This design comes from an exercise in tuning for a short achievable clock period and few clock cycles on the open sky130 flow, not from production work. Where RTL was checked, it was by simulation tests only, not by an equivalence proof against the original. For runs 2 to 5, only the layout was checked, not whether the RTL still works. Power is estimated from default activity; no workload was simulated.

<file path="design/flow/design.v">
package lc3b_pkg;
    typedef logic [15:0] lc3b_word;
    typedef logic [2:0] lc3b_reg;
    typedef logic [1:0] lc3b_mem_wmask;
    typedef logic [2:0] lc3b_nzp;
    typedef enum logic [3:0] {
        op_br  = 4'b0000,
        op_add = 4'b0001,
        op_ldb = 4'b0010,
        op_stb = 4'b0011,
        op_and = 4'b0101,
        op_ldr = 4'b0110,
        op_str = 4'b0111,
        op_not = 4'b1001
    } lc3b_opcode;
    typedef enum logic [1:0] {
        alu_add,
        alu_and,
        alu_not,
        alu_pass
    } lc3b_aluop;
endpackage
module lc3b_pipeline
#(
    parameter logic [15:0] RESET_PC = 16'h0000
)
(
    input  logic        clk,
    input  logic        rst,
    output logic        imem_read,
    output logic [15:0] imem_address,
    input  logic        imem_resp,
    input  logic [15:0] imem_rdata,
    output logic        dmem_read,
    output logic        dmem_write,
    output logic [15:0] dmem_address,
    output logic [15:0] dmem_wdata,
    output logic [1:0]  dmem_byte_enable,
    input  logic        dmem_resp,
    input  logic [15:0] dmem_rdata
);
    function automatic logic [15:0] carries(input logic [15:0] a, input logic [15:0] b);
        logic [15:0] g, p;
        g = a & b;
        p = a | b;
        for (int d = 1; d < 16; d = d * 2)
        begin
            for (int i = 15; i >= d; i--)
            begin
                g[i] = g[i] | (p[i] & g[i-d]);
                p[i] = p[i] & p[i-d];
            end
        end
        carries = {g[14:0], 1'b0};
    endfunction
    function automatic logic [9:0] carries_ci9(input logic [8:0] a, input logic [8:0] b);
        logic [8:0] g, p;
        g = a & b;
        p = a | b;
        g[0] = g[0] | p[0];
        for (int d = 1; d < 9; d = d * 2)
        begin
            for (int i = 8; i >= d; i--)
            begin
                g[i] = g[i] | (p[i] & g[i-d]);
                p[i] = p[i] & p[i-d];
            end
        end
        carries_ci9 = {g, 1'b1};
    endfunction
    function automatic logic [5:0] inc6(input logic [5:0] x);
        logic c;
        c = 1'b1;
        for (int i = 0; i < 6; i++)
        begin
            inc6[i] = x[i] ^ c;
            c = c & x[i];
        end
    endfunction
    function automatic logic [5:0] dec6(input logic [5:0] x);
        logic b;
        b = 1'b1;
        for (int i = 0; i < 6; i++)
        begin
            dec6[i] = x[i] ^ b;
            b = b & ~x[i];
        end
    endfunction
    function automatic logic sum_zero(input logic [15:0] a, input logic [15:0] b);
        logic [15:0] t, c;
        t = a ^ b;
        c = {a[14:0] | b[14:0], 1'b0};
        sum_zero = ~|(t ^ c);
    endfunction
    function automatic logic [2:0] flags(input logic [15:0] v);
        flags = v[15] ? 3'b100 : (v == 16'h0000) ? 3'b010 : 3'b001;
    endfunction
    logic [15:0] pc_f;
    logic        ird;
    logic        d_v;
    logic [15:0] d_ir;
    logic [15:0] d_pc, d_pcn;
    logic [15:0] d_tgt;
    logic [8:0]  d_tlo;
    logic        d_c9, d_xr, d_cross;
    logic [5:0]  hi_inc, hi_dec;
    logic [15:0] d_imm;
    logic        d_add, d_and, d_not, d_ld, d_st, d_byte, d_br, d_wen, d_use1, d_use2, d_pred;
    logic        e_v;
    logic        e_add, e_and, e_not;
    logic [15:0] e_a, e_b, e_sd;
    logic        e_fsd;
    logic        e_wen, e_load, e_store, e_byte, e_br, e_pred;
    logic [2:0]  e_dest;
    logic [2:0]  e_nzp;
    logic [15:0] e_alt, e_pc;
    logic        m_wen, m_load, m_store, m_byte, m_z, m_p, m_rd, m_wr;
    logic        e_brt, e_brn, e_tk;
    logic        tk_old, tk_alu, tk_d;
    logic [2:0]  m_dest;
    logic [15:0] m_res;
    logic [15:0] m_addr, m_addr_sh;
    logic [15:0] m_wdata, m_wdata_sh, wd_e;
    logic [1:0]  m_be, m_be_sh, be_e;
    logic [7:0][15:0] rf;
    logic [2:0]  cc;
    logic        stall_m;
    logic [15:0] ld_data;
    logic [15:0] m_val;
    assign dmem_read        = m_rd;
    assign dmem_write       = m_wr;
    assign dmem_address     = m_addr;
    assign dmem_wdata       = m_wdata;
    assign dmem_byte_enable = m_be;
    assign stall_m = (m_load | m_store) & ~dmem_resp;
    assign ld_data = !m_byte ? dmem_rdata :
                     m_addr_sh[0] ? {8'h00, dmem_rdata[15:8]} : {8'h00, dmem_rdata[7:0]};
    assign m_val   = m_load ? ld_data : m_res;
    logic [15:0] op_a, op_b, cy, t, oth, x0, x1, alu, sd;
    logic        z_e;
    logic        e_redirect;
    assign op_a = e_a;
    assign op_b = e_b;
    assign cy   = carries(op_a, op_b);
    assign t    = op_a ^ op_b;
    assign oth  = e_and ? (op_a & op_b) : ~op_a;
    assign x0   = e_add ? t : oth;
    assign x1   = e_add ? ~t : oth;
    assign alu  = (cy & x1) | (~cy & x0);
    assign z_e  = (e_add & sum_zero(op_a, op_b)) | (e_and & ~|(op_a & op_b)) | (e_not & (&op_a));
    assign sd   = e_fsd ? ld_data : e_sd;
    assign e_redirect = e_tk ? e_brn : e_brt;
    logic [2:0]  s1, s2, s3, dd;
    logic [15:0] r1, r3, ra1, ra2, ra3, b_d;
    logic        d_redirect;
    logic        wl1, wl2, wl3, fa_d, fb_d, fsd_d;
    logic [15:0] a_d, b_dn;
    logic        lu_stall, d_go, d_free, d_lu, lu_f;
    assign s1 = d_ir[8:6];
    assign s2 = d_ir[2:0];
    assign s3 = d_ir[11:9];
    assign dd = d_ir[11:9];
    assign wl1 = m_load & (m_dest == s1);
    assign wl2 = m_load & (m_dest == s2);
    assign wl3 = m_load & (m_dest == s3);
    assign ra1 = (m_wen && m_dest == s1) ? m_res : rf[s1];
    assign ra2 = (m_wen && m_dest == s2) ? m_res : rf[s2];
    assign ra3 = (m_wen && m_dest == s3) ? m_res : rf[s3];
    assign r1  = wl1 ? ld_data : ra1;
    assign r3  = wl3 ? ld_data : ra3;
    assign b_d = (d_use2 & wl2) ? ld_data : d_use2 ? ra2 : d_imm;
    assign hi_inc = inc6(d_pc[15:10]);
    assign hi_dec = dec6(d_pc[15:10]);
    assign d_tgt  = {~d_xr ? d_pc[15:10] : d_c9 ? hi_inc : hi_dec, d_tlo, d_pc[0]};
    assign tk_old = ~m_wen ? |(d_ir[11:9] & cc) :
                    m_load ? |(d_ir[11:9] & flags(ld_data)) : |(d_ir[11:9] & {m_res[15], m_z, m_p});
    assign tk_alu = alu[15] ? d_ir[11] : z_e ? d_ir[10] : d_ir[9];
    assign tk_d   = e_wen ? tk_alu : tk_old;
    assign d_redirect = d_v & d_cross & ~e_redirect;
    assign fa_d   = e_wen & (e_dest == s1);
    assign fb_d   = d_use2 & e_wen & (e_dest == s2);
    assign fsd_d  = e_wen & (e_dest == s3);
    assign a_d    = fa_d ? alu : r1;
    assign b_dn   = fb_d ? alu : b_d;
    assign lu_stall = d_lu;
    assign d_go     = d_v & ~lu_stall;
    assign d_free   = ~d_v | d_go;
    logic [3:0]  f_op;
    logic [15:0] pcn_f, f_next;
    logic [8:0]  t_f;
    logic [9:0]  cy_f;
    logic        cross_f;
    logic [8:0]  lo0_f, lo1_f;
    logic [15:0] pc_alt, pc_replay;
    logic        pred_f, f_take0, f_take;
    assign imem_read    = ird;
    assign imem_address = pc_f;
    assign f_op         = imem_rdata[15:12];
    assign pcn_f        = pc_f + 16'd2;
    assign cy_f         = carries_ci9(pc_f[9:1], imem_rdata[8:0]);
    assign t_f          = pc_f[9:1] ^ imem_rdata[8:0];
    assign cross_f      = cy_f[9] ^ imem_rdata[8];
    assign lo0_f        = pred_f ? t_f : pcn_f[9:1];
    assign lo1_f        = pred_f ? ~t_f : pcn_f[9:1];
    assign f_next       = {pred_f ? pc_f[15:10] : pcn_f[15:10],
                           (cy_f[8:0] & lo1_f) | (~cy_f[8:0] & lo0_f), pc_f[0]};
    assign pc_alt       = d_redirect ? d_tgt : pc_f;
    assign pc_replay    = e_v ? e_pc : d_v ? d_pc : pc_f;
    assign pred_f       = (f_op == 4'b0000) & (imem_rdata[11:9] != 3'b000) &
                          (imem_rdata[8] | (imem_rdata[11:9] == 3'b111));
    assign f_take0      = imem_resp & d_free & ~d_redirect;
    assign f_take       = f_take0 & ~e_redirect;
    always_ff @(posedge clk)
    begin
        if (rst)
        begin
            pc_f <= RESET_PC;
            d_v  <= 1'b0;
        end
        else
        begin
            pc_f <= stall_m ? pc_replay : e_redirect ? e_alt : f_take0 ? f_next : pc_alt;
            if (stall_m)
                d_v <= 1'b0;
            else if (d_free | e_redirect)
                d_v <= f_take;
        end
    end
    always_ff @(posedge clk)
    begin
        ird <= ~rst;
    end
    assign lu_f = d_ld & ~stall_m & d_go & ~e_redirect &
                  ((((f_op == 4'b0001) | (f_op == 4'b0101) | (f_op == 4'b1001) | (f_op == 4'b0110) |
                     (f_op == 4'b0010) | (f_op == 4'b0111) | (f_op == 4'b0011)) & (imem_rdata[8:6] == dd)) |
                   (((f_op == 4'b0001) | (f_op == 4'b0101)) & ~imem_rdata[5] & (imem_rdata[2:0] == dd)) |
                   (f_op == 4'b0000));
    always_ff @(posedge clk)
    begin
        if (rst)
            d_lu <= 1'b0;
        else
            d_lu <= d_free & lu_f;
    end
    always_ff @(posedge clk)
    begin
        if (d_free)
        begin
            d_ir   <= imem_rdata;
            d_pc   <= pc_f;
            d_pcn  <= pcn_f;
            d_tlo  <= t_f ^ cy_f[8:0];
            d_c9   <= cy_f[9];
            d_xr   <= cross_f;
            d_cross <= pred_f & cross_f;
            d_pred <= pred_f;
            d_add  <= (f_op == 4'b0001) | (f_op == 4'b0110) | (f_op == 4'b0010) |
                      (f_op == 4'b0111) | (f_op == 4'b0011);
            d_and  <= (f_op == 4'b0101);
            d_not  <= (f_op == 4'b1001);
            d_ld   <= (f_op == 4'b0110) | (f_op == 4'b0010);
            d_st   <= (f_op == 4'b0111) | (f_op == 4'b0011);
            d_byte <= (f_op == 4'b0010) | (f_op == 4'b0011);
            d_br   <= (f_op == 4'b0000);
            d_wen  <= (f_op == 4'b0001) | (f_op == 4'b0101) | (f_op == 4'b1001) |
                      (f_op == 4'b0110) | (f_op == 4'b0010);
            d_use1 <= (f_op == 4'b0001) | (f_op == 4'b0101) | (f_op == 4'b1001) |
                      (f_op == 4'b0110) | (f_op == 4'b0010) | (f_op == 4'b0111) | (f_op == 4'b0011);
            d_use2 <= ((f_op == 4'b0001) | (f_op == 4'b0101)) & ~imem_rdata[5];
            if ((f_op == 4'b0001) | (f_op == 4'b0101))
                d_imm <= {{11{imem_rdata[4]}}, imem_rdata[4:0]};
            else if ((f_op == 4'b0110) | (f_op == 4'b0111))
                d_imm <= {{9{imem_rdata[5]}}, imem_rdata[5:0], 1'b0};
            else
                d_imm <= {{10{imem_rdata[5]}}, imem_rdata[5:0]};
        end
    end
    logic        e_new;
    assign e_new = ~stall_m & d_go & ~e_redirect;
    always_ff @(posedge clk)
    begin
        if (rst)
        begin
            e_v     <= 1'b0;
            e_wen   <= 1'b0;
            e_load  <= 1'b0;
            e_store <= 1'b0;
            e_br    <= 1'b0;
            e_brt   <= 1'b0;
            e_brn   <= 1'b0;
        end
        else
        begin
            e_v     <= e_new;
            e_wen   <= e_new & d_wen;
            e_load  <= e_new & d_ld;
            e_store <= e_new & d_st;
            e_br    <= e_new & d_br;
            e_brt   <= e_new & d_br & d_pred;
            e_brn   <= e_new & d_br & ~d_pred;
        end
    end
    always_ff @(posedge clk)
    begin
        e_add  <= d_add;
        e_and  <= d_and;
        e_not  <= d_not;
        e_a    <= a_d;
        e_b    <= b_dn;
        e_sd   <= fsd_d ? alu : r3;
        e_fsd  <= fsd_d & e_load;
        e_byte <= d_byte;
        e_dest <= dd;
        e_nzp  <= d_ir[11:9];
        e_pred <= d_pred;
        e_tk   <= tk_d;
        e_alt  <= d_pred ? d_pcn : d_tgt;
        e_pc   <= d_pc;
    end
    always_ff @(posedge clk)
    begin
        if (rst)
        begin
            m_wen   <= 1'b0;
            m_load  <= 1'b0;
            m_store <= 1'b0;
        end
        else if (!stall_m)
        begin
            m_wen   <= e_wen;
            m_load  <= e_load;
            m_store <= e_store;
        end
    end
    always_ff @(posedge clk)
    begin
        if (!stall_m)
        begin
            m_byte  <= e_byte;
            m_dest  <= e_dest;
            m_wdata_sh <= wd_e;
            m_be_sh    <= be_e;
        end
        if (!stall_m & (e_load | e_store))
            m_addr_sh <= alu;
    end
    assign wd_e = e_byte ? {sd[7:0], sd[7:0]} : sd;
    assign be_e = e_byte ? ((op_a[0] ^ op_b[0]) ? 2'b10 : 2'b01) : 2'b11;
    always_ff @(posedge clk)
    begin
        m_wdata <= ~stall_m ? wd_e : m_wdata_sh;
        m_be    <= ~stall_m ? be_e : m_be_sh;
        m_addr  <= (~stall_m & (e_load | e_store)) ? alu : m_addr_sh;
    end
    always_ff @(posedge clk)
    begin
        if (rst)
        begin
            m_rd <= 1'b0;
            m_wr <= 1'b0;
        end
        else
        begin
            m_rd <= stall_m ? m_load : e_load;
            m_wr <= stall_m ? m_store : e_store;
        end
    end
    always_ff @(posedge clk)
    begin
        m_res <= alu;
        m_z   <= z_e;
        m_p   <= ~alu[15] & ~z_e;
    end
    always_ff @(posedge clk)
    begin
        if (rst)
        begin
            for (int i = 0; i < 8; i++)
                rf[i] <= 16'h0000;
            cc <= 3'b000;
        end
        else if (m_wen)
        begin
            rf[m_dest] <= m_val;
            cc         <= m_load ? flags(ld_data) : {m_res[15], m_z, m_p};
        end
    end
endmodule
</file>
<file path="design/flow/flow/run.sh">
#!/bin/bash
# Standard layout with these changes: ports buffered with buf_4 instead of the
# smallest buffer; the resizer free to change a cell's footprint; adders left
# to ABC as plain logic instead of full/half-adder cells; and a few slow
# gates (majority, the 3x2 AND-OR-invert that comes in one size, and the
# 4-high OR and AND-OR stacks) kept out of the
# combinational logic, on top of the platform's own don't-use list.
set -euo pipefail
PLATFORM_DONT_USE="sky130_fd_sc_hd__probe_p_8 sky130_fd_sc_hd__probec_p_8 sky130_fd_sc_hd__lpflow_bleeder_1 sky130_fd_sc_hd__lpflow_clkbufkapwr_1 sky130_fd_sc_hd__lpflow_clkbufkapwr_16 sky130_fd_sc_hd__lpflow_clkbufkapwr_2 sky130_fd_sc_hd__lpflow_clkbufkapwr_4 sky130_fd_sc_hd__lpflow_clkbufkapwr_8 sky130_fd_sc_hd__lpflow_clkinvkapwr_1 sky130_fd_sc_hd__lpflow_clkinvkapwr_16 sky130_fd_sc_hd__lpflow_clkinvkapwr_2 sky130_fd_sc_hd__lpflow_clkinvkapwr_4 sky130_fd_sc_hd__lpflow_clkinvkapwr_8 sky130_fd_sc_hd__lpflow_decapkapwr_12 sky130_fd_sc_hd__lpflow_decapkapwr_3 sky130_fd_sc_hd__lpflow_decapkapwr_4 sky130_fd_sc_hd__lpflow_decapkapwr_6 sky130_fd_sc_hd__lpflow_decapkapwr_8 sky130_fd_sc_hd__lpflow_inputiso0n_1 sky130_fd_sc_hd__lpflow_inputiso0p_1 sky130_fd_sc_hd__lpflow_inputiso1n_1 sky130_fd_sc_hd__lpflow_inputiso1p_1 sky130_fd_sc_hd__lpflow_inputisolatch_1 sky130_fd_sc_hd__lpflow_isobufsrc_1 sky130_fd_sc_hd__lpflow_isobufsrc_16 sky130_fd_sc_hd__lpflow_isobufsrc_2 sky130_fd_sc_hd__lpflow_isobufsrc_4 sky130_fd_sc_hd__lpflow_isobufsrc_8 sky130_fd_sc_hd__lpflow_isobufsrckapwr_16 sky130_fd_sc_hd__lpflow_lsbuf_lh_hl_isowell_tap_1 sky130_fd_sc_hd__lpflow_lsbuf_lh_hl_isowell_tap_2 sky130_fd_sc_hd__lpflow_lsbuf_lh_hl_isowell_tap_4 sky130_fd_sc_hd__lpflow_lsbuf_lh_isowell_4 sky130_fd_sc_hd__lpflow_lsbuf_lh_isowell_tap_1 sky130_fd_sc_hd__lpflow_lsbuf_lh_isowell_tap_2 sky130_fd_sc_hd__lpflow_lsbuf_lh_isowell_tap_4"
SLOW="sky130_fd_sc_hd__a2111o_1 sky130_fd_sc_hd__a2111o_2 sky130_fd_sc_hd__a2111o_4 sky130_fd_sc_hd__a2111oi_0 sky130_fd_sc_hd__a2111oi_1 sky130_fd_sc_hd__a2111oi_2 sky130_fd_sc_hd__a2111oi_4 sky130_fd_sc_hd__a222oi_1 sky130_fd_sc_hd__maj3_1 sky130_fd_sc_hd__maj3_2 sky130_fd_sc_hd__maj3_4 sky130_fd_sc_hd__nor4_1 sky130_fd_sc_hd__nor4_2 sky130_fd_sc_hd__nor4_4 sky130_fd_sc_hd__nor4b_1 sky130_fd_sc_hd__nor4b_2 sky130_fd_sc_hd__nor4b_4 sky130_fd_sc_hd__nor4bb_1 sky130_fd_sc_hd__nor4bb_2 sky130_fd_sc_hd__nor4bb_4 sky130_fd_sc_hd__o2111a_1 sky130_fd_sc_hd__o2111a_2 sky130_fd_sc_hd__o2111a_4 sky130_fd_sc_hd__o2111ai_1 sky130_fd_sc_hd__o2111ai_2 sky130_fd_sc_hd__o2111ai_4 sky130_fd_sc_hd__or4_1 sky130_fd_sc_hd__or4_2 sky130_fd_sc_hd__or4_4 sky130_fd_sc_hd__or4b_1 sky130_fd_sc_hd__or4b_2 sky130_fd_sc_hd__or4b_4 sky130_fd_sc_hd__or4bb_1 sky130_fd_sc_hd__or4bb_2 sky130_fd_sc_hd__or4bb_4 "
bash standard.sh "BUFFER_PORTS_ARGS=-buffer_cell sky130_fd_sc_hd__buf_4" MATCH_CELL_FOOTPRINT=0 ADDER_MAP_FILE= \
    "DONT_USE_CELLS=$PLATFORM_DONT_USE $SLOW" finish > make_finish.log 2>&1
</file>
<file path="design/flow/standard.sh">
#!/bin/bash
# synth_recipe.tcl (not shown) runs the flow's synth.tcl, then flattens the netlist and writes it again
# the make line also repeats each setting of config.mk as NAME=value (left out here)
make -C /OpenROAD-flow-scripts/flow DESIGN_CONFIG=/design/flow/config.mk WORK_HOME=/design/flow/orfs CLKGATE_MAP_FILE= SYNTH_SCRIPT=/design/flow/synth_recipe.tcl "${@:-finish}"
</file>
<file path="design/flow/config.mk">
export PLATFORM = sky130hd
export DESIGN_NAME = lc3b_pipeline
export DESIGN_NICKNAME = lc3b_pipeline
export VERILOG_FILES = /design/flow/design.v
export SDC_FILE = /design/flow/constraint.sdc
export NUM_CORES = 4
export LEC_CHECK = 0
export ABC_CLOCK_PERIOD_IN_PS = 2000
export CAP_MARGIN = 20
export CORE_MARGIN = 2
export CORE_UTILIZATION = 40
export SETUP_SLACK_MARGIN = 2.5
export SLEW_MARGIN = 20
</file>
<file path="design/flow/constraint.sdc">
create_clock -name core_clock -period 4.5 [get_ports {clk}]
set_input_delay 0.9000 -clock core_clock [delete_from_list [all_inputs] [get_ports {clk}]]
set_output_delay 0.9000 -clock core_clock [all_outputs]
set_load 0.01 [all_outputs]
</file>
==> notes.md, run 1 <==
Final Instance Area 26600 um^2; root buffer cell clkbuf_16; ys flop type dfxtp_1; Die H 230 um; Post-Synthesis Cells 2123; GR Overflow Total 0; Core Area 50200 um^2; asr flop ratio synth 0%; htree depth 2; worst vdd ir 302 uV; Synth Net Count 2159; final-layout fill cell count 4327; PD cells 329 nW/um^2; yosys warns 1; routed length per placed instance 24.0 um; Synth Register Bits 389; setup_tns 0 ns; Yosys top cell by area dfxtp_1; CTS tree yes; placed cell areas 21500 um^2; area share of the largest cell type after synthesis 27.7%; Worst Setup Slack, final 2.10 ns; DRC viols 0; ant diodes 0; Die ar. 52700 um^2; Die Wd 230 um; Max clock buf depth 3; syn_area_per_cell 9.59 um^2; worst clock skew 0.0176 ns; clock sinks 389; final WL 72.2 mm; CP startpoint kind flip-flop; global-route wire length before repair 106 mm; CTS buffer count 44; clock transition at the registers of the reported paths 0.06 ns; share of layout cells above drive strength 1 33.2%; max cap viols 0; gr usage total 26.3%; fmax 417 MHz; vias per cell 6.04; Post-synth EDFFs 107; Slew headroom 32.3%; Post-Syn Area 20400 um^2; largest net degree at the start of global routing 77; Rows 82; vias in the first global route 17500; final setup violating endpoints 0; worst hold path class flip-flop to flip-flop; final period utilization 53.4%; WS Path Type flip-flop to flip-flop; via count 18100; Initial DRT Pass Iterations 6; buffers added on ports 88; Placer Congestion 0.898; DRT iter0 DRCs 2101; Util after Layout 53.0%; Max FO, Critical Path 4; I/O pin count 89; crit path DAT 2.88 ns; leakage 0.00979 uW; synth unique cells 82; top post-synthesis cells by area dfxtp_1 (28%), edfxtp_1 (16%), mux4_2 (11%); Critical Path Sink Type flip-flop; Starting Density 40.6%; critical path data required time 4.98 ns; post-route minimum period 2.40 ns; RSZ-0062 raised after global routing yes; initial antenna violation count 1; NumNets Final 2334; Slew Limit Fails 0; flop-to-flop setup slack 2.10 ns; final hold vios 0; Worst Tran Pin Value 1.02 ns; sequential share of the synthesized area 43.5%; worst skew pair latency 0.59 ns; area delta synth->final 30.7%; status no timing/DRC/antenna violations; post-route ant nets 0; DP Worst Slack 1.42 ns; Detailed Place HPWL 41.3 mm
[layout by cell type (no fill, tap or decap), drive strengths merged, types with 9 or more instances in the layout]
cell type and n:
or2 16, nand4 13, and3 10, o211ai 49
inv 33, a21oi 130, nand2b 13, o31ai 9
xnor2 55, and2 22, nor3 23, mux4 96
mux2i 91, nor2 196, nand3 53, mux2 32
nor2b 13, xor2 35, nand2 312, a31oi 16
edfxtp 107, clkbuf 84, o21ai 161, a211oi 99
buf 286, dfxtp 282
[cell usage after synthesis (all sizes together), types with 5 or more instances]
cell type and instances:
buf 67, xnor2 55, or2 16, and2 20, nor3 23, o31ai 9
o21ai 160, nor3b 5, a211oi 99, nand3 53, o211ai 49, nand2b 13
nand2 308, o22ai 5, nor2b 13, o21a 8, inv 32, mux2 32
nand4 13, and4 7, and3 10, dfxtp 282, or3 5, mux4 96
a22oi 8, mux2i 91, a21oi 130, edfxtp 107, o311ai 6, xor2 35
a31oi 16, clkbuf 110, nor2 196
[state kept, by name (all words and copies together) (netlist names), 2 cells and up]
| register | flops |
|---|---|
| d_pc | 15 |
| m_wdata | 16 |
| m_be | 2 |
| pc_f | 16 |
| e_a | 16 |
| d_tlo | 9 |
| rf | 128 |
| cc | 3 |
| e_pc | 16 |
| d_ir | 9 |
| e_dest | 3 |
| m_addr_sh | 16 |
| m_dest | 3 |
| d_pcn | 16 |
| e_alt | 16 |
| d_imm | 7 |
| m_res | 16 |
| m_addr | 16 |
| e_b | 16 |
| e_sd | 16 |
[path summary, 6_finish.rpt]
kind              startpoint  endpoint  depth (start not counted)
setup / recovery      e_b[1]   e_b[14]                         10
hold / removal         d_and     e_and                          0
setup reg to reg      e_b[1]   e_b[14]                         10
hold reg to reg        d_and     e_and                          0
[per-stage QoR]
stage               std cells  hold slack [ns]  power, uW
floorplan                2123            0.323       4570
global placement         2739            0.343       4840
detailed placement       2739            0.347       4850
CTS                      2961            0.341       8660
global route             3006            0.354       9020
finish                   3006            0.351       8770
[critical path, stage by stage (launching register included)]
cell,delay (ns)
dfxtp_4,0.35
buf_6,0.11
and2_4,0.16
o31ai_4,0.30
a21oi_4,0.11
a211oi_4,0.33
mux2_4,0.34
nor2_4,0.10
o31ai_4,0.07
buf_6,0.15
mux2_4,0.26
[cell type report]
type	instances	area [um^2]	share of cell area, %
flip-flops and latches	389	9000	33.8
repair inverters	1	8.76	0.0329
clock inverters	9	123	0.461
repair buffers	298	3070	11.5
multi-input cells	1532	12100	45.6
clock buffers	73	1290	4.85
inverters	32	145	0.545
well taps	672	841	3.16
[power by group]
part / total (uW) / internal [uW] / switching, uW
clock: 3590 / 2080 / 1510
sequential: 3930 / 3770 / 158
combinational: 1250 / 576 / 673
total: 8770 / 6420 / 2340
[cell families (layout without fill, tap and decap cells)]
group / count (synthesis) / count (layout) / synth area share, %
and+or+nand+nor: 688 / 694 / 14.7
buffers and inverters: 209 / 413 / 4.31
DFF: 389 / 389 / 43.5
xor gates and xnor gates: 90 / 90 / 3.91
muxes: 219 / 219 / 16.9
AOI/OAI and AO/OA: 528 / 529 / 16.6
[timing repair]
item,CTS,global route
pin swaps,66,60
resized for setup,335,174
buffers inserted,123,40
cloned,17,5
hold buffers,0,0
endpoints found under the setup margin,264,181
[layer usage]
layer	vias to the layer above	GRT usage, %	wire length (um)
met2	999	41.8	33000
met1	8845	34.5	28700
met3	223	5.14	6840
met5	-	0	0
li1	8082	-	-
met4	0	12.5	3590
Testbench counts, summed over its fixed seeds: cycles 72,892.
==> inputs of run 2 (changes only) <==
--- a/design/flow/design.v
+++ b/design/flow/design.v
@@ -102,2 +102,3 @@
     logic [15:0] d_pc, d_pcn;
+    logic [7:0]  d_oh1, d_oh2, d_oh3;    
     logic [15:0] d_tgt;
@@ -152,2 +153,7 @@
     assign e_redirect = e_tk ? e_brn : e_brt;
+    function automatic logic [15:0] rd_oh(input logic [7:0] oh);
+        rd_oh = 16'h0000;
+        for (int k = 0; k < 8; k++)
+            rd_oh = rd_oh | (rf[k] & {16{oh[k]}});
+    endfunction
     logic [2:0]  s1, s2, s3, dd;
@@ -165,5 +171,5 @@
     assign wl3 = m_load & (m_dest == s3);
-    assign ra1 = (m_wen && m_dest == s1) ? m_res : rf[s1];
-    assign ra2 = (m_wen && m_dest == s2) ? m_res : rf[s2];
-    assign ra3 = (m_wen && m_dest == s3) ? m_res : rf[s3];
+    assign ra1 = (m_wen && m_dest == s1) ? m_res : rd_oh(d_oh1);
+    assign ra2 = (m_wen && m_dest == s2) ? m_res : rd_oh(d_oh2);
+    assign ra3 = (m_wen && m_dest == s3) ? m_res : rd_oh(d_oh3);
     assign r1  = wl1 ? ld_data : ra1;
@@ -193,2 +199,3 @@
     logic [8:0]  lo0_f, lo1_f;
+    logic [15:0] pcq0, pcq1, pc_n;
     logic [15:0] pc_alt, pc_replay;
@@ -206,2 +213,7 @@
                            (cy_f[8:0] & lo1_f) | (~cy_f[8:0] & lo0_f), pc_f[0]};
+    assign pcq0 = rst ? RESET_PC : stall_m ? pc_replay : e_redirect ? e_alt :
+                  f_take0 ? {f_next[15:10], lo0_f, f_next[0]} : pc_alt;
+    assign pcq1 = rst ? RESET_PC : stall_m ? pc_replay : e_redirect ? e_alt :
+                  f_take0 ? {f_next[15:10], lo1_f, f_next[0]} : pc_alt;
+    assign pc_n = {pcq0[15:10], (cy_f[8:0] & pcq1[9:1]) | (~cy_f[8:0] & pcq0[9:1]), pcq0[0]};
     assign pc_alt       = d_redirect ? d_tgt : pc_f;
@@ -214,5 +226,5 @@
     begin
+        pc_f <= pc_n;
         if (rst)
         begin
-            pc_f <= RESET_PC;
             d_v  <= 1'b0;
@@ -221,3 +233,2 @@
         begin
-            pc_f <= stall_m ? pc_replay : e_redirect ? e_alt : f_take0 ? f_next : pc_alt;
             if (stall_m)
@@ -249,2 +260,5 @@
             d_ir   <= imem_rdata;
+            d_oh1  <= 8'd1 << imem_rdata[8:6];
+            d_oh2  <= 8'd1 << imem_rdata[2:0];
+            d_oh3  <= 8'd1 << imem_rdata[11:9];
             d_pc   <= pc_f;
==> design/flow/flow/run.sh (replaced) <==
#!/bin/bash
# Standard layout with these changes: ports buffered with buf_4 instead of the
# smallest buffer; the resizer free to change a cell's footprint; adders left
# to ABC as plain logic instead of full/half-adder cells; and a few slow
# gates (majority, and the 3x2 AND-OR-invert that comes in one size) kept out of the
# combinational logic, on top of the platform's own don't-use list.
set -euo pipefail
PLATFORM_DONT_USE="sky130_fd_sc_hd__probe_p_8 sky130_fd_sc_hd__probec_p_8 sky130_fd_sc_hd__lpflow_bleeder_1 sky130_fd_sc_hd__lpflow_clkbufkapwr_1 sky130_fd_sc_hd__lpflow_clkbufkapwr_16 sky130_fd_sc_hd__lpflow_clkbufkapwr_2 sky130_fd_sc_hd__lpflow_clkbufkapwr_4 sky130_fd_sc_hd__lpflow_clkbufkapwr_8 sky130_fd_sc_hd__lpflow_clkinvkapwr_1 sky130_fd_sc_hd__lpflow_clkinvkapwr_16 sky130_fd_sc_hd__lpflow_clkinvkapwr_2 sky130_fd_sc_hd__lpflow_clkinvkapwr_4 sky130_fd_sc_hd__lpflow_clkinvkapwr_8 sky130_fd_sc_hd__lpflow_decapkapwr_12 sky130_fd_sc_hd__lpflow_decapkapwr_3 sky130_fd_sc_hd__lpflow_decapkapwr_4 sky130_fd_sc_hd__lpflow_decapkapwr_6 sky130_fd_sc_hd__lpflow_decapkapwr_8 sky130_fd_sc_hd__lpflow_inputiso0n_1 sky130_fd_sc_hd__lpflow_inputiso0p_1 sky130_fd_sc_hd__lpflow_inputiso1n_1 sky130_fd_sc_hd__lpflow_inputiso1p_1 sky130_fd_sc_hd__lpflow_inputisolatch_1 sky130_fd_sc_hd__lpflow_isobufsrc_1 sky130_fd_sc_hd__lpflow_isobufsrc_16 sky130_fd_sc_hd__lpflow_isobufsrc_2 sky130_fd_sc_hd__lpflow_isobufsrc_4 sky130_fd_sc_hd__lpflow_isobufsrc_8 sky130_fd_sc_hd__lpflow_isobufsrckapwr_16 sky130_fd_sc_hd__lpflow_lsbuf_lh_hl_isowell_tap_1 sky130_fd_sc_hd__lpflow_lsbuf_lh_hl_isowell_tap_2 sky130_fd_sc_hd__lpflow_lsbuf_lh_hl_isowell_tap_4 sky130_fd_sc_hd__lpflow_lsbuf_lh_isowell_4 sky130_fd_sc_hd__lpflow_lsbuf_lh_isowell_tap_1 sky130_fd_sc_hd__lpflow_lsbuf_lh_isowell_tap_2 sky130_fd_sc_hd__lpflow_lsbuf_lh_isowell_tap_4"
SLOW="sky130_fd_sc_hd__maj3_1 sky130_fd_sc_hd__maj3_2 sky130_fd_sc_hd__maj3_4 sky130_fd_sc_hd__a222oi_1"
bash standard.sh "BUFFER_PORTS_ARGS=-buffer_cell sky130_fd_sc_hd__buf_4" MATCH_CELL_FOOTPRINT=0 ADDER_MAP_FILE= \
    "DONT_USE_CELLS=$PLATFORM_DONT_USE $SLOW" finish > make_finish.log 2>&1
==> run 2 against run 1 <==
Wire length rose by 6.7%. Design area is 1.0% higher. Synthesized area is 0.84% lower. Sequential share of layout area increased by 2.3 points. Count of clock-buffer cells in the layout is 6 lower. Final cell count grew 3.8%. Clock skew increased by 0.0045 ns. Maximum frequency shrank 8.6%. Largest cell class unchanged. Combinational power decreased by 22%.
==> notes.md, run 2 <==
status no timing/DRC/antenna violations (unchanged); synth unique cells 78 (was 82); final-layout fill cell count 4261 (was 4327); yosys warns 1 (unchanged); most frequent cells in the layout buf_4 (263), dfxtp_1 (237), nand2_1 (228) (was nand2_1 (286), dfxtp_1 (232), buf_4 (191)); Hold Crit Endpoint e_not (was e_and); CP startpoint kind flip-flop (unchanged); max reg flops 128 (unchanged); flop-to-flop setup slack 1.87 ns (was 2.10 ns); initial antenna violation count 1 (unchanged); area share of the largest cell type after synthesis 27.9% (was 27.7%); final setup violating endpoints 0 (unchanged); top post-synthesis cells by area dfxtp_1 (28%), edfxtp_1 (19%), nand2_1 (4.5%) (was dfxtp_1 (28%), edfxtp_1 (16%), mux4_2 (11%)); Slew Limit Fails 0 (unchanged); share of layout cells above drive strength 1 30.1% (was 33.2%); GR Overflow Total 0 (unchanged); Crit Reg-Reg Endpoint e_sd[14] (was e_b[14]); largest net degree at the start of global routing 154 (was 77); ys flop type dfxtp_1 (unchanged); I/O pin count 89 (unchanged); worst skew pair latency 0.58 ns (was 0.59 ns); Placer Congestion 0.923 (was 0.898); Post-Syn Area 20200 um^2 (was 20400 um^2); worst clock skew 0.0221 ns (was 0.0176 ns); area delta synth->final 33.2% (was 30.7%); CTS tree yes (unchanged); critical path data required time 5.02 ns (was 4.98 ns); final WL 77.0 mm (was 72.2 mm); final period utilization 58.4% (was 53.4%); DRT iter0 DRCs 2955 (was 2101); post-route minimum period 2.63 ns (was 2.40 ns); fmax 381 MHz (was 417 MHz); post-route ant nets 0 (unchanged); Slew headroom 27.8% (was 32.3%); Post-Synthesis Cells 2202 (was 2123); global-route wire length before repair 112 mm (was 106 mm); vias in the first global route 18200 (was 17500); CTS buffer count 45 (was 44); via count 19500 (was 18100); Die ar. 52300 um^2 (was 52700 um^2); buffers added on ports 88 (unchanged); hold wc startpoint d_not (was d_and); clock sinks 412 (was 389); Max clock buf depth 3 (unchanged); Synth Register Bits 412 (was 389); max cap viols 0 (unchanged); gr usage total 27.5% (was 26.3%); Worst Tran Pin Value 1.08 ns (was 1.02 ns); Detailed Place HPWL 44.7 mm (was 41.3 mm); Initial DRT Pass Iterations 9 (was 6); sequential share of the synthesized area 47.4% (was 43.5%); Post-CTS Hold Fix Bufs 0 (unchanged); crit path DAT 3.14 ns (was 2.88 ns); Largest Register rf (unchanged); R2R Path Start e_a[5] (was e_b[1]); final hold vios 0 (unchanged); Die H 229 um (was 230 um); htree depth 2 (unchanged); Critical Path Sink Type flip-flop (unchanged); Die Wd 229 um (was 230 um); Synth top cells by count dfxtp_1 (281), nand2_1 (242), nor2_1 (220) (was nand2_1 (307), dfxtp_1 (282), nor2_1 (195)); hold path depth 0 (unchanged); ant diodes 0 (unchanged); Rows 82 (unchanged); Worst Reg-to-Reg Cells 11 (was 10); NumNets Final 2450 (was 2334); leakage 0.00996 uW (was 0.00979 uW); Max FO, Critical Path 4 (unchanged); Yosys top cell by area dfxtp_1 (unchanged); asr flop ratio synth 0% (unchanged); WS Path Type flip-flop to flip-flop (unchanged); root buffer cell clkbuf_16 (unchanged); routed length per placed instance 24.7 um (was 24.0 um); Post-synth EDFFs 131 (was 107); PD cells 336 nW/um^2 (was 329 nW/um^2); worst vdd ir 284 uV (was 302 uV); RSZ-0062 raised after global routing yes (unchanged); most frequent cell after synthesis dfxtp_1 (was nand2_1); most common cell after layout, fill and taps aside buf_4 (was nand2_1); syn_area_per_cell 9.17 um^2 (was 9.59 um^2); Core Area 50000 um^2 (was 50200 um^2); vias per cell 6.25 (was 6.04); setup_tns 0 ns (unchanged); Starting Density 40.4% (was 40.6%); Synth Net Count 2238 (was 2159); Util after Layout 53.8% (was 53.0%); clock transition at the registers of the reported paths 0.07 ns (was 0.06 ns); worst hold path class flip-flop to flip-flop (unchanged); DRC viols 0 (unchanged)
[run 2: critical path, stage by stage, from the launching register on]
cell      delay [ns]
dfxtp_4         0.36
buf_4           0.13
nor2_1          0.24
nor3_2          0.11
o21a_2          0.17
o211ai_4        0.23
a31oi_4         0.14
o32a_1          0.38
or3_4           0.35
a31oi_4         0.19
buf_6           0.16
o21a_1          0.12
[run 2: cell type report]
| class | count | area (um^2) | share of cell area [%] |
|---|---|---|---|
| clock buffer | 67 | 1330 | 4.95 |
| clock inverter | 14 | 253 | 0.940 |
| inverter | 24 | 115 | 0.428 |
| multi-input combinational | 1569 | 11200 | 41.7 |
| sequential | 412 | 9700 | 36.1 |
| tap | 672 | 841 | 3.13 |
| timing repair buffer | 361 | 3430 | 12.8 |
| timing repair inverter | 1 | 8.76 | 0.0326 |
[run 2: kinds of logic after synthesis]
family          after synthesis  share of synthesized area (%)
xor+xnor                     95                           4.12
flops                       412                           47.4
buf+inv                     227                           4.77
mux                          94                           4.92
compound gates              712                           24.1
simple gates                662                           14.7
[run 2: routing by layer]
metal | share of wire, % | global-route usage, % | vias to the layer above
li1 | - | - | 8556
met2 | 44 | 42.8 | 1343
met4 | 5.7 | 14.5 | 0
met5 | 0 | 0 | -
met1 | 39 | 36.2 | 9294
met3 | 11 | 5.46 | 318
[run 2: timing repair]
item                                    4_1_cts  5_1_grt
pin swaps                                    84      100
setup buffers                               149       84
gates resized for setup                     263      151
endpoints found under the setup margin      305      304
gates cloned                                  5        5
[run 2: power by group]
part           total [uW]  internal (uW)  switching (uW)  leakage, uW
logic                 974            411             563      0.00538
clock network        4000           2440            1550     0.000779
registers            4070           3950             127      0.00380
[run 2: metrics by stage]
step                      instances  area, um^2  worst slack (ns)  hold slack [ns]  total power (uW)
after detailed placement       2796       21400              1.38            0.327              4810
after CTS                      3031       25600              1.88            0.336              8950
after global placement         2796       21400              1.47            0.327              4800
final                          3120       26900              1.87            0.335              9050
after floorplan                2202       20600              1.78            0.323              4560
after global routing           3120       26900              1.75            0.351              9280
[run 2: worst max path at each step]
| stage | startpoint | depth (start not counted) | slack [ns] | to |
|---|---|---|---|---|
| global route | e_b[5] | 10 | 1.75 | e_b[15] |
| floorplan | imem_rdata[1] | 9 | 1.78 | pc_f[9] |
| finish | e_a[5] | 11 | 1.87 | e_sd[14] |
| CTS | e_a[5] | 10 | 1.88 | e_b[15] |
| detailed placement | imem_rdata[1] | 10 | 1.38 | pc_f[9] |
| global placement | imem_rdata[1] | 10 | 1.47 | pc_f[9] |
==> inputs of run 3 (changes only) <==
--- a/design/flow/design.v
+++ b/design/flow/design.v
@@ -188,4 +188,4 @@
     assign fsd_d  = e_wen & (e_dest == s3);
-    assign a_d    = fa_d ? alu : r1;
-    assign b_dn   = fb_d ? alu : b_d;
+    assign a_d    = (cy & (fa_d ? x1 : r1))  | (~cy & (fa_d ? x0 : r1));
+    assign b_dn   = (cy & (fb_d ? x1 : b_d)) | (~cy & (fb_d ? x0 : b_d));
     assign lu_stall = d_lu;
==> run 3 against run 2 <==
Still clean. Final cell count shrank 0.80%. Maximum frequency is 7.4% lower. Die area fell by 0.66%. Combinational power is 2% lower. Hold slack improved by 0.011 ns. Synthesized area shrank 0.68%. Register-to-register slack got worse by 0.21 ns. Critical path type unchanged. Critical endpoint is now m_addr[15]. Largest power group unchanged. Highest routed layer is now met5.
==> notes.md, run 3 <==
Synth top cells by count nand2_1 (283), dfxtp_1 (281), nor2_1 (208) (was dfxtp_1 (281), nand2_1 (242), nor2_1 (220)); initial antenna violation count 1 (unchanged); family with the most delay on the worst path compound AO/OA/AOI/OAI gates (unchanged); Slew Limit Fails 0 (unchanged); ys flop type dfxtp_1 (unchanged); DRC viols 0 (unchanged); critical path data required time 4.99 ns (was 5.02 ns); clock transition at the registers of the reported paths 0.06 ns (was 0.07 ns); worst vdd ir 314 uV (was 284 uV); Initial DRT Pass Iterations 13 (was 9); NumNets Final 2423 (was 2450); top post-synthesis cells by area dfxtp_1 (28%), edfxtp_1 (20%), nand2_1 (5.3%) (was dfxtp_1 (28%), edfxtp_1 (19%), nand2_1 (4.5%)); Post-synth EDFFs 131 (unchanged); CTS buffer count 45 (unchanged); yosys warns 1 (unchanged); met3 usage 6.86% (was 5.46%); worst hold path class flip-flop to flip-flop (unchanged); Post-Syn Area 20000 um^2 (was 20200 um^2); share of layout cells above drive strength 1 28.7% (was 30.1%); I/O pin count 89 (unchanged); Starting Density 40.2% (was 40.4%); root buffer cell clkbuf_16 (unchanged); Synth Net Count 2238 (unchanged); Post-Synthesis Cells 2202 (unchanged); CP startpoint kind flip-flop (unchanged); synth unique cells 69 (was 78); via count 19200 (was 19500); Die H 228 um (was 229 um); worst skew pair latency 0.61 ns (was 0.58 ns); Core Area 49900 um^2 (was 50000 um^2); PD cells 332 nW/um^2 (was 336 nW/um^2); hold wc startpoint d_byte (was d_not); Synth Register Bits 412 (unchanged); grt met1 use 35.9% (was 36.2%); DRT iter0 DRCs 2939 (was 2955); met2 Resource Use GR 43.2% (was 42.8%); gr usage total 27.8% (was 27.5%); max reg flops 128 (unchanged); area share of the largest cell type after synthesis 28.1% (was 27.9%); flop-to-flop setup slack 1.66 ns (was 1.87 ns); fmax 353 MHz (was 381 MHz); sequential share of the synthesized area 47.7% (was 47.4%); Max clock buf depth 3 (unchanged); syn_area_per_cell 9.11 um^2 (was 9.17 um^2); Placer Congestion 0.942 (was 0.923); Detailed Place HPWL 44.4 mm (was 44.7 mm); final setup violating endpoints 0 (unchanged); clock sinks 412 (unchanged); Rows 82 (unchanged); Worst Tran Pin Value 1.15 ns (was 1.08 ns); most frequent cell after synthesis nand2_1 (was dfxtp_1); crit path from e_b[5] (was e_a[5]); RSZ-0062 raised after global routing yes (unchanged); Slew headroom 23.1% (was 27.8%); Yosys top cell by area dfxtp_1 (unchanged); leakage 0.00964 uW (was 0.00996 uW); Crit path top cell by count a31oi_4 (unchanged); post-route minimum period 2.84 ns (was 2.63 ns); max cap viols 0 (unchanged); WS Path Type flip-flop to flip-flop (unchanged); slowest stage delay, CP 0.48 ns (was 0.38 ns); CTS tree yes (unchanged); most frequent cells in the layout nand2_1 (266), dfxtp_1 (237), buf_4 (212) (was buf_4 (263), dfxtp_1 (237), nand2_1 (228)); status no timing/DRC/antenna violations (unchanged); DP Worst Slack 1.26 ns (was 1.38 ns); crit path DAT 3.33 ns (was 3.14 ns); htree depth 2 (unchanged); vias in the first global route 18300 (was 18200); largest net degree at the start of global routing 79 (was 154); worst clock skew 0.0276 ns (was 0.0221 ns); final period utilization 63.0% (was 58.4%); area delta synth->final 32.0% (was 33.2%); buffers added on ports 88 (unchanged); Worst Hold Slack 0.346 ns (was 0.335 ns); asr flop ratio synth 0% (unchanged); setup_tns 0 ns (unchanged); post-route ant nets 0 (unchanged); Tot Pwr 8790 uW (was 9050 uW); Top Usage Layer GRT met2 (unchanged); final WL 76.8 mm (was 77.0 mm); Critical Path Sink Type flip-flop (unchanged); Buf+Inv Stages, Crit Path 1 (was 2); Max FO, Critical Path 7 (was 4); crit path max-delay cell type dfxtp_1 (was o32a_1); final hold vios 0 (unchanged); Worst Setup Slack, final 1.66 ns (was 1.87 ns); most common cell after layout, fill and taps aside nand2_1 (was buf_4); Die ar. 51900 um^2 (was 52300 um^2); Largest Register rf (unchanged); vias per cell 6.21 (was 6.25); routed length per placed instance 24.8 um (was 24.7 um); worst-path cell chain inv_1 > a21oi_1 > o21ai_0 > a31oi_4 > nor2_4 > o41ai_4 > o21ai_2 > a31oi_4 > o2111ai_4 > and3_4 > mux2_4 (was buf_4 > nor2_1 > nor3_2 > o21a_2 > o211ai_4 > a31oi_4 > o32a_1 > or3_4 > a31oi_4 > buf_6 > o21a_1); GR Overflow Total 0 (unchanged); final-layout fill cell count 4401 (was 4261); Die Wd 228 um (was 229 um); global-route wire length before repair 112 mm (about the same); R2R Path Start e_b[5] (was e_a[5])
-- run 3: cell count changes in the layout (fill, tap and decap cells not counted), moves of 7 or more --
cell,delta
a211oi_1,-14
buf_4,-51
buf_6,+20
o221ai_1,+8
a22oi_1,-8
dfxtp_4,-7
o211a_1,-9
nand2_1,+38
nor2_1,-7
inv_1,+13
xor2_1,-7
mux2i_1,-11
dfxtp_2,+7
nor2_2,-7
-- run 3: worst paths after layout --
path | to | cells past startpoint
max | m_addr[15] | 11
min | e_byte | 0
max reg2reg | m_addr[15] | 11
min reg2reg | e_byte | 0
-- run 3: kinds of logic after synthesis --
logic type	after synthesis	share of synthesized area, %
muxes	97	5.16
DFF	412	47.7
AOI/OAI and AO/OA	674	23.0
xor gates and xnor gates	99	4.32
buffers and inverters	228	4.50
and+or+nand+nor	692	15.3
-- run 3: what timing repair did --
action                                  in CTS  in global routing
endpoints found under the setup margin     368                274
cloned                                       8                  3
setup buffers                              145                 53
resized for setup                          242                159
pin swaps                                   61                 77
hold buffers                                 0                  0
-- run 3: final cells by class --
type,instances,area (um^2),area share [%]
Tap cell,672,841,3.18
Timing Repair Buffer,328,3240,12.2
Multi-Input combinational cell,1567,11100,41.9
Antenna cell,1,2.50,0.00946
Clock inverter,21,214,0.809
Inverter,32,138,0.520
Clock buffer,61,1250,4.71
Sequential cell,412,9680,36.6
Timing Repair inverter,1,8.76,0.0331
-- run 3: layer usage --
| layer | up-vias | part of all wire [%] |
|---|---|---|
| li1 | 8435 | - |
| met1 | 9174 | 39 |
| met2 | 1253 | 44 |
| met3 | 354 | 11 |
| met4 | 2 | 6.4 |
| met5 | - | 0.017 |
-- run 3: report_power, final --
part / leakage [uW] / internal [uW] / total [uW] / switching, uW
Clock: 0.000712 / 2130 / 3730 / 1610
Combinational: 0.00514 / 413 / 958 / 545
Sequential: 0.00379 / 3960 / 4100 / 141
Total: 0.00964 / 6490 / 8790 / 2290
-- run 3: metrics by stage --
stage | std cells | area, um^2 | util, %
6_report | 3095 | 26500 | 53.1
2_1_floorplan | 2202 | 20400 | -
4_1_cts | 3038 | 25200 | 50.6
3_3_place_gp | 2803 | 21300 | 42.8
5_1_grt | 3094 | 26500 | 53.1
3_5_place_dp | 2803 | 21300 | 42.8
==> inputs of run 4 (changes only) <==
--- a/design/flow/design.v
+++ b/design/flow/design.v
@@ -102,3 +102,2 @@
     logic [15:0] d_pc, d_pcn;
-    logic [7:0]  d_oh1, d_oh2, d_oh3;    
     logic [15:0] d_tgt;
@@ -108,2 +107,5 @@
     logic [15:0] d_imm;
+    logic        d_dec;
+    logic        e_decv;
+    logic [2:0]  e_decf;
     logic        d_add, d_and, d_not, d_ld, d_st, d_byte, d_br, d_wen, d_use1, d_use2, d_pred;
@@ -153,10 +155,6 @@
     assign e_redirect = e_tk ? e_brn : e_brt;
-    function automatic logic [15:0] rd_oh(input logic [7:0] oh);
-        rd_oh = 16'h0000;
-        for (int k = 0; k < 8; k++)
-            rd_oh = rd_oh | (rf[k] & {16{oh[k]}});
-    endfunction
     logic [2:0]  s1, s2, s3, dd;
     logic [15:0] r1, r3, ra1, ra2, ra3, b_d;
-    logic        d_redirect;
+    logic        d_redirect, d_res, tk_early, d_want, dec_z, dec_n;
+    logic [15:0] d_rtgt;
     logic        wl1, wl2, wl3, fa_d, fb_d, fsd_d;
@@ -171,5 +169,5 @@
     assign wl3 = m_load & (m_dest == s3);
-    assign ra1 = (m_wen && m_dest == s1) ? m_res : rd_oh(d_oh1);
-    assign ra2 = (m_wen && m_dest == s2) ? m_res : rd_oh(d_oh2);
-    assign ra3 = (m_wen && m_dest == s3) ? m_res : rd_oh(d_oh3);
+    assign ra1 = (m_wen && m_dest == s1) ? m_res : rf[s1];
+    assign ra2 = (m_wen && m_dest == s2) ? m_res : rf[s2];
+    assign ra3 = (m_wen && m_dest == s3) ? m_res : rf[s3];
     assign r1  = wl1 ? ld_data : ra1;
@@ -184,3 +182,10 @@
     assign tk_d   = e_wen ? tk_alu : tk_old;
-    assign d_redirect = d_v & d_cross & ~e_redirect;
+    assign d_res      = d_br & e_decv;
+    assign tk_early   = |(d_ir[11:9] & e_decf);
+    assign d_want     = d_res ? tk_early : d_pred;
+    assign d_rtgt     = d_want ? d_tgt : d_pcn;
+    assign d_redirect = d_v & ~e_redirect &
+                        (d_res ? ((tk_early ^ d_pred) | (tk_early & d_cross)) : d_cross);
+    assign dec_z  = (r1 == 16'h0001);
+    assign dec_n  = (r1 == 16'h0000) | (r1[15] & (r1 != 16'h8000));
     assign fa_d   = e_wen & (e_dest == s1);
@@ -188,4 +193,4 @@
     assign fsd_d  = e_wen & (e_dest == s3);
-    assign a_d    = (cy & (fa_d ? x1 : r1))  | (~cy & (fa_d ? x0 : r1));
-    assign b_dn   = (cy & (fb_d ? x1 : b_d)) | (~cy & (fb_d ? x0 : b_d));
+    assign a_d    = fa_d ? alu : r1;
+    assign b_dn   = fb_d ? alu : b_d;
     assign lu_stall = d_lu;
@@ -199,3 +204,2 @@
     logic [8:0]  lo0_f, lo1_f;
-    logic [15:0] pcq0, pcq1, pc_n;
     logic [15:0] pc_alt, pc_replay;
@@ -213,8 +217,3 @@
                            (cy_f[8:0] & lo1_f) | (~cy_f[8:0] & lo0_f), pc_f[0]};
-    assign pcq0 = rst ? RESET_PC : stall_m ? pc_replay : e_redirect ? e_alt :
-                  f_take0 ? {f_next[15:10], lo0_f, f_next[0]} : pc_alt;
-    assign pcq1 = rst ? RESET_PC : stall_m ? pc_replay : e_redirect ? e_alt :
-                  f_take0 ? {f_next[15:10], lo1_f, f_next[0]} : pc_alt;
-    assign pc_n = {pcq0[15:10], (cy_f[8:0] & pcq1[9:1]) | (~cy_f[8:0] & pcq0[9:1]), pcq0[0]};
-    assign pc_alt       = d_redirect ? d_tgt : pc_f;
+    assign pc_alt       = d_redirect ? d_rtgt : pc_f;
     assign pc_replay    = e_v ? e_pc : d_v ? d_pc : pc_f;
@@ -226,5 +225,5 @@
     begin
-        pc_f <= pc_n;
         if (rst)
         begin
+            pc_f <= RESET_PC;
             d_v  <= 1'b0;
@@ -233,2 +232,3 @@
         begin
+            pc_f <= stall_m ? pc_replay : e_redirect ? e_alt : f_take0 ? f_next : pc_alt;
             if (stall_m)
@@ -260,5 +260,2 @@
             d_ir   <= imem_rdata;
-            d_oh1  <= 8'd1 << imem_rdata[8:6];
-            d_oh2  <= 8'd1 << imem_rdata[2:0];
-            d_oh3  <= 8'd1 << imem_rdata[11:9];
             d_pc   <= pc_f;
@@ -270,2 +267,3 @@
             d_pred <= pred_f;
+            d_dec  <= (f_op == 4'b0001) & imem_rdata[5] & (imem_rdata[4:0] == 5'b11111);
             d_add  <= (f_op == 4'b0001) | (f_op == 4'b0110) | (f_op == 4'b0010) |
@@ -304,2 +302,3 @@
             e_brn   <= 1'b0;
+            e_decv  <= 1'b0;
         end
@@ -312,4 +311,5 @@
             e_br    <= e_new & d_br;
-            e_brt   <= e_new & d_br & d_pred;
-            e_brn   <= e_new & d_br & ~d_pred;
+            e_brt   <= e_new & d_br & d_want;
+            e_brn   <= e_new & d_br & ~d_want;
+            e_decv  <= e_new & d_dec & ~fa_d;
         end
@@ -328,5 +328,6 @@
         e_nzp  <= d_ir[11:9];
-        e_pred <= d_pred;
+        e_pred <= d_want;
+        e_decf <= {dec_n, dec_z, ~dec_n & ~dec_z};
         e_tk   <= tk_d;
-        e_alt  <= d_pred ? d_pcn : d_tgt;
+        e_alt  <= d_want ? d_pcn : d_tgt;
         e_pc   <= d_pc;
==> run 4 against run 3 <==
Core utilization is 2.9 points higher. Still clean. Register-to-register slack got worse by 0.34 ns. Largest cell class unchanged. Die area is 2.1% higher. Wire length decreased by 3.6%. Design area rose by 6.5%. Combinational power is about 30% higher.
==> notes.md, run 4 <==
worst hold path class flip-flop to flip-flop (unchanged); CP startpoint kind flip-flop (unchanged); syn_area_per_cell 9.46 um^2 (was 9.11 um^2); final setup violating endpoints 0 (unchanged); Max FO, Critical Path 5 (was 7); placed insts 2788 (was 2803); Util after Layout 56.0% (was 53.1%); slowest stage delay, CP 0.53 ns (was 0.48 ns); Max clock buf depth 3 (unchanged); top post-synthesis cells by area dfxtp_1 (28%), edfxtp_1 (16%), mux4_2 (11%) (was dfxtp_1 (28%), edfxtp_1 (20%), nand2_1 (5.3%)); Placer Congestion 0.969 (was 0.942); DRT iter0 DRCs 1879 (was 2939); PD cells 317 nW/um^2 (was 332 nW/um^2); crit path DAT 3.65 ns (was 3.33 ns); final period utilization 70.6% (was 63.0%); post-route ant nets 0 (unchanged); fmax 315 MHz (was 353 MHz); yosys warns 1 (unchanged); final WL 74.0 mm (was 76.8 mm); Critical Path Sink Type flip-flop (unchanged); WS Path Type flip-flop to flip-flop (unchanged); worst skew pair latency 0.59 ns (was 0.61 ns); share of layout cells above drive strength 1 37.4% (was 28.7%); initial antenna violation count 0 (was 1); Detailed Place HPWL 42.2 mm (was 44.4 mm); via count 18800 (was 19200); GR Overflow Total 0 (unchanged); Core Area 50400 um^2 (was 49900 um^2); post-route minimum period 3.18 ns (was 2.84 ns); root buffer cell clkbuf_16 (unchanged); Worst Tran Pin Value 1.05 ns (was 1.15 ns); worst vdd ir 277 uV (was 314 uV); Die ar. 53000 um^2 (was 51900 um^2); vias in the first global route 18000 (was 18300); asr flop ratio synth 0% (unchanged); grt met1 use 33.9% (was 35.9%); htree depth 2 (unchanged); sequential share of the synthesized area 43.8% (was 47.7%); most frequent cell after synthesis nand2_1 (unchanged); CTS tree yes (unchanged); max cap viols 0 (unchanged); setup_tns 0 ns (unchanged); area delta synth->final 37.6% (was 32.0%); synth unique cells 70 (was 69); CTS buffer count 44 (was 45); Rows 82 (unchanged); I/O pin count 89 (unchanged); worst-path cell chain buf_8 > buf_4 > mux4_2 > mux2i_1 > a211oi_1 > nor2_1 > nand4_1 > or4_4 > mux2_4 (was inv_1 > a21oi_1 > o21ai_0 > a31oi_4 > nor2_4 > o41ai_4 > o21ai_2 > a31oi_4 > o2111ai_4 > and3_4 > mux2_4); Yosys top cell by area dfxtp_1 (unchanged); met3 usage 5.30% (was 6.86%); area share of the largest cell type after synthesis 28.0% (was 28.1%); largest net degree at the start of global routing 133 (was 79); critical path data required time 4.97 ns (was 4.99 ns); Slew Limit Fails 0 (unchanged); ant diodes 0 (was 1); Synth top cells by count nand2_1 (302), dfxtp_1 (286), nor2_1 (238) (was nand2_1 (283), dfxtp_1 (281), nor2_1 (208)); R2R Path Start d_ir[6] (was e_b[5]); leakage 0.0104 uW (was 0.00964 uW); DRC viols 0 (unchanged); family with the most delay on the worst path multiplexers (was compound AO/OA/AOI/OAI gates); max reg flops 128 (unchanged); Buf+Inv Stages, Crit Path 2 (was 1); Layout Cells excl Fill 3126 (was 3095); worst clock skew 0.0189 ns (was 0.0276 ns); routed length per placed instance 23.7 um (was 24.8 um); Slew headroom 30.2% (was 23.1%); Synth Net Count 2201 (was 2238); Largest Register rf (unchanged); Post-synth EDFFs 108 (was 131); Synth Register Bits 394 (was 412); hold wc startpoint d_and (was d_byte); clock sinks 394 (was 412); RSZ-0062 raised after global routing yes (unchanged); Worst Hold Slack 0.351 ns (was 0.346 ns); final hold vios 0 (unchanged); flop-to-flop setup slack 1.32 ns (was 1.66 ns); Post-Syn Area 20500 um^2 (was 20000 um^2); vias per cell 6.01 (was 6.21); NumNets Final 2454 (was 2423); Post-Synthesis Cells 2165 (was 2202); clock transition at the registers of the reported paths 0.06 ns (about the same); crit path from d_ir[6] (was e_b[5]); Initial DRT Pass Iterations 5 (was 13); met2 Resource Use GR 42.9% (was 43.2%); Starting Density 40.7% (was 40.2%); Die Wd 230 um (was 228 um); Die H 230 um (was 228 um); global-route wire length before repair 108 mm (was 112 mm); status no timing/DRC/antenna violations (unchanged); buffers added on ports 88 (unchanged); Top Usage Layer GRT met2 (unchanged); most common cell after layout, fill and taps aside nand2_1 (unchanged); most frequent cells in the layout nand2_1 (285), dfxtp_1 (238), buf_4 (221) (was nand2_1 (266), dfxtp_1 (237), buf_4 (212)); gr usage total 26.6% (was 27.8%); crit path max-delay cell type or4_4 (was dfxtp_1); ys flop type dfxtp_1 (unchanged); Tot Pwr 8930 uW (was 8790 uW)
run 4: cell types whose count changed in the layout (fill, tap and decap cells not counted), sizes merged, moves of 33 or more:
cell    previous run  this run
mux4               0        96
nand4             52        19
mux2i             49       109
a22o              57         2
a22oi             86         7
buf              323       369
a221oi            60         4
run 4: stage by stage:
step	area (um^2)	setup slack, ns
finish	28200	1.32
global placement	22000	1.12
detailed placement	22000	1.09
floorplan	21000	1.69
CTS	26900	1.45
global route	28200	1.33
run 4: worst reg2reg max path, cell delays in order, from the launching register on:
cell and delay [ns]:
edfxtp_1 0.46, buf_8 0.17, buf_4 0.14, mux4_2 0.49
mux2i_1 0.46, a211oi_1 0.16, nor2_1 0.21, nand4_1 0.15
or4_4 0.53, mux2_4 0.28
run 4: kinds of logic after synthesis:
group           after synthesis  share of synthesized area [%]
simple gates                712                           14.9
compound gates              512                           15.2
flops                       394                           43.8
mux                         246                           18.1
buf+inv                     209                           4.05
xor+xnor                     92                           3.93
run 4: worst paths after layout:
kind / cells after the start / end
hold reg to reg: 0 / e_and
setup reg to reg: 9 / e_decf[0]
hold / removal: 0 / e_and
setup / recovery: 9 / e_decf[0]
run 4: report_power, final:
part           switching, uW  internal (uW)  leakage, uW
sequential               147           3790      0.00356
clock                   1530           2210     0.000743
combinational            675            573      0.00612
total                   2350           6580       0.0104
run 4: final cells by class:
| class | instances | area [um^2] |
|---|---|---|
| Fill cell | 4183 | 22200 |
| Timing Repair Buffer | 379 | 3880 |
| Tap cell | 672 | 841 |
| Clock inverter | 20 | 226 |
| Clock buffer | 62 | 1270 |
| Multi-Input combinational cell | 1571 | 12700 |
| Inverter | 27 | 125 |
| Sequential cell | 394 | 9110 |
| Timing Repair inverter | 1 | 8.76 |
run 4: repair_timing:
item | 4_1_cts | 5_1_grt
setup endpoints to repair | 336 | 249
resized for setup | 448 | 165
pin swaps | 115 | 91
setup buffers | 174 | 62
gates cloned | 16 | 4
hold buffers | 0 | 0
run 4: per-layer routing:
layer	vias up	routed length (um)
met4	0	4220
met2	969	34300
li1	8366	-
met3	245	6720
met5	-	0
met1	9202	28700
==> inputs of run 5 (changes only) <==
--- a/design/flow/design.v
+++ b/design/flow/design.v
@@ -108,2 +108,3 @@
     logic        d_dec;
+    logic [7:0]  d_oh1;
     logic        e_decv;
@@ -128,2 +129,3 @@
     logic [7:0][15:0] rf;
+    logic [7:0]  rf_decz, rf_decn;       
     logic [2:0]  cc;
@@ -188,4 +190,4 @@
                         (d_res ? ((tk_early ^ d_pred) | (tk_early & d_cross)) : d_cross);
-    assign dec_z  = (r1 == 16'h0001);
-    assign dec_n  = (r1 == 16'h0000) | (r1[15] & (r1 != 16'h8000));
+    assign dec_z  = |(rf_decz & d_oh1);
+    assign dec_n  = |(rf_decn & d_oh1);
     assign fa_d   = e_wen & (e_dest == s1);
@@ -260,2 +262,3 @@
             d_ir   <= imem_rdata;
+            d_oh1  <= 8'd1 << imem_rdata[8:6];
             d_pc   <= pc_f;
@@ -313,3 +316,3 @@
             e_brn   <= e_new & d_br & ~d_want;
-            e_decv  <= e_new & d_dec & ~fa_d;
+            e_decv  <= e_new & d_dec & ~fa_d & ~(m_wen & (m_dest == s1));
         end
@@ -394,2 +397,4 @@
                 rf[i] <= 16'h0000;
+            rf_decz <= 8'h00;
+            rf_decn <= 8'hff;
             cc <= 3'b000;
@@ -399,2 +404,4 @@
             rf[m_dest] <= m_val;
+            rf_decz[m_dest] <= (m_val == 16'h0001);
+            rf_decn[m_dest] <= (m_val == 16'h0000) | (m_val[15] & (m_val != 16'h8000));
             cc         <= m_load ? flags(ld_data) : {m_res[15], m_z, m_p};
==> run 5 against run 4 <==
Final cell count grew 2.8%. Register-to-register slack gained 0.56 ns. Clock power grew 9.6%. Core utilization shrank 0.57 points. Global-route usage grew 0.71 points.
==> notes.md, run 5 <==
Layout Cells excl Fill 3215 (was 3126); clock sinks 417 (was 394); Post-Synthesis Cells 2234 (was 2165); leakage 0.0108 uW (was 0.0104 uW); GR Overflow Total 0 (unchanged); crit path DAT 2.99 ns (was 3.65 ns); Slew Limit Fails 0 (unchanged); routed length per placed instance 24.8 um (was 23.7 um); PD cells 330 nW/um^2 (was 317 nW/um^2); Synth top cells by count nand2_1 (364), dfxtp_1 (301), nor2_1 (190) (was nand2_1 (302), dfxtp_1 (286), nor2_1 (238)); Post-synth EDFFs 116 (was 108); critical path data required time 4.86 ns (was 4.97 ns); Critical Path Sink Type flip-flop (unchanged); clock transition at the registers of the reported paths 0.06 ns (about the same); area delta synth->final 36.8% (was 37.6%); yosys warns 1 (unchanged); Synth Register Bits 417 (was 394); Max FO, Critical Path 8 (was 5); met3 wire len 7.99 mm (was 6.72 mm); DRC viols 0 (unchanged); final WL 79.6 mm (was 74.0 mm); RSZ-0062 raised after global routing yes (unchanged); asr flop ratio synth 0% (unchanged); Slew headroom 35.1% (was 30.2%); status no timing/DRC/antenna violations (unchanged); Util after Layout 55.4% (was 56.0%); sequential share of the synthesized area 44.7% (was 43.8%); htree depth 2 (unchanged); most frequent cell after synthesis nand2_1 (unchanged); post-route ant nets 0 (unchanged); fmax 380 MHz (was 315 MHz); Die Wd 235 um (was 230 um); gr usage total 27.3% (was 26.6%); P_int 7040 uW (was 6580 uW); area share of the largest cell type after synthesis 28.3% (was 28.0%); worst clock skew 0.0427 ns (was 0.0189 ns); buffers added on ports 88 (unchanged); Max Used Layer met4 (unchanged); Die ar. 55000 um^2 (was 53000 um^2); Post-CTS Hold Fix Bufs 0 (unchanged); power share of the clock group 42.8% (was 41.9%); ant diodes 0 (unchanged); NumNets Final 2523 (was 2454); Initial DRT Pass Iterations 6 (was 5); largest net degree at the start of global routing 144 (was 133); Largest Register rf (unchanged); Final Instance Area 29100 um^2 (was 28200 um^2); Worst Tran Pin Value 0.947 ns (was 1.05 ns); final-layout fill cell count 4370 (was 4183); Psw 2560 uW (was 2350 uW); most common cell after layout, fill and taps aside nand2_1 (unchanged); synth unique cells 79 (was 70); Detailed Place HPWL 44.0 mm (was 42.2 mm); final setup violating endpoints 0 (unchanged); vias in the first global route 19000 (was 18000); Sequential Power Share 43.5% (was 44.1%); Max clock buf depth 3 (unchanged); max reg flops 128 (unchanged); most frequent cells in the layout nand2_1 (336), dfxtp_1 (255), buf_4 (223) (was nand2_1 (285), dfxtp_1 (238), buf_4 (221)); ys flop type dfxtp_1 (unchanged); root buffer cell clkbuf_16 (unchanged); Placer Congestion 0.869 (was 0.969); DRT iter0 DRCs 2608 (was 1879); WS Path Type input port to flip-flop (was flip-flop to flip-flop); global-route wire length before repair 117 mm (was 108 mm); max cap viols 0 (unchanged); Synth Net Count 2270 (was 2201); vias per cell 6.15 (was 6.01); worst hold path class flip-flop to flip-flop (unchanged); top post-synthesis cells by area dfxtp_1 (28%), edfxtp_1 (16%), mux4_2 (10%) (was dfxtp_1 (28%), edfxtp_1 (16%), mux4_2 (11%)); Starting Density 40.5% (was 40.7%)
## run 5: cell count changes after synthesis, moves of 15 or more
| cell | change |
|---|---|
| a21oi_1 | -28 |
| nor2_1 | -48 |
| dfxtp_1 | +15 |
| o21ai_0 | +39 |
| o211ai_1 | +48 |
| mux2_2 | -29 |
| nand2_1 | +62 |
## run 5: critical path, cell delays in order
cell,delay [ns]
buf_12,0.12
o22ai_4,0.22
a31oi_4,0.15
o31ai_4,0.33
buf_6,0.17
a31oi_4,0.11
o41ai_2,0.21
o21a_1,0.23
o21ai_4,0.09
mux2_2,0.29
and2_1,0.15
## run 5: metrics by stage
step | power, uW | hold slack, ns | setup slack, ns
2_1_floorplan | 4790 | 0.323 | 1.49
3_3_place_gp | 5050 | 0.326 | 1.28
3_5_place_dp | 5070 | 0.327 | 1.21
4_1_cts | 9430 | 0.341 | 1.96
5_1_grt | 9840 | 0.346 | 1.80
6_report | 9590 | 0.339 | 1.87
## run 5: cell type report
cell class | instances | area [um^2] | share of cell area, %
Multi-Input combinational cell | 1610 | 12900 | 44.4
Sequential cell | 417 | 9640 | 33.1
Timing Repair Buffer | 374 | 3850 | 13.2
Clock buffer | 73 | 1430 | 4.90
Tap cell | 688 | 861 | 2.96
Clock inverter | 17 | 229 | 0.787
Inverter | 36 | 171 | 0.589
## run 5: metal layers
layer,vias up,GRT usage [%]
li1,8651,-
met1,9655,33.3
met2,1174,44.5
met3,305,5.79
met4,0,15.8
met5,-,0
## run 5: cells by family (layout without fill, tap and decap cells)
kind of cell | after synthesis | after routing | synth area share, %
DFF | 417 | 417 | 44.7
xor gates and xnor gates | 96 | 96 | 3.99
buffers and inverters | 223 | 500 | 4.39
AOI/OAI and AO/OA | 567 | 570 | 16.7
muxes | 209 | 209 | 15.6
and+or+nand+nor | 722 | 735 | 14.7
## run 5: power groups by stage
stage	logic (uW)	registers, uW	clock network (uW)
after floorplan	599	4190	0
after global placement	798	4250	0
after detailed placement	810	4260	0
after CTS	1150	4170	4120
after global routing	1380	4190	4270
final	1320	4170	4100
## run 5: path summary, 6_finish.rpt
check / start / endpoint / slack (ns) / cells after the start
worst max-delay path: imem_rdata[1] / d_cross / 1.87 / 11
worst min-delay path: d_and / e_and / 0.34 / 0
worst max register to register: pc_f[2] / d_cross / 1.88 / 10
worst min register to register: d_and / e_and / 0.34 / 0
## run 5: what timing repair did
action | CTS | global route
buffers inserted | 161 | 65
pin swaps | 97 | 105
resized for setup | 402 | 203
setup endpoints to repair | 346 | 237
gates cloned | 30 | 6
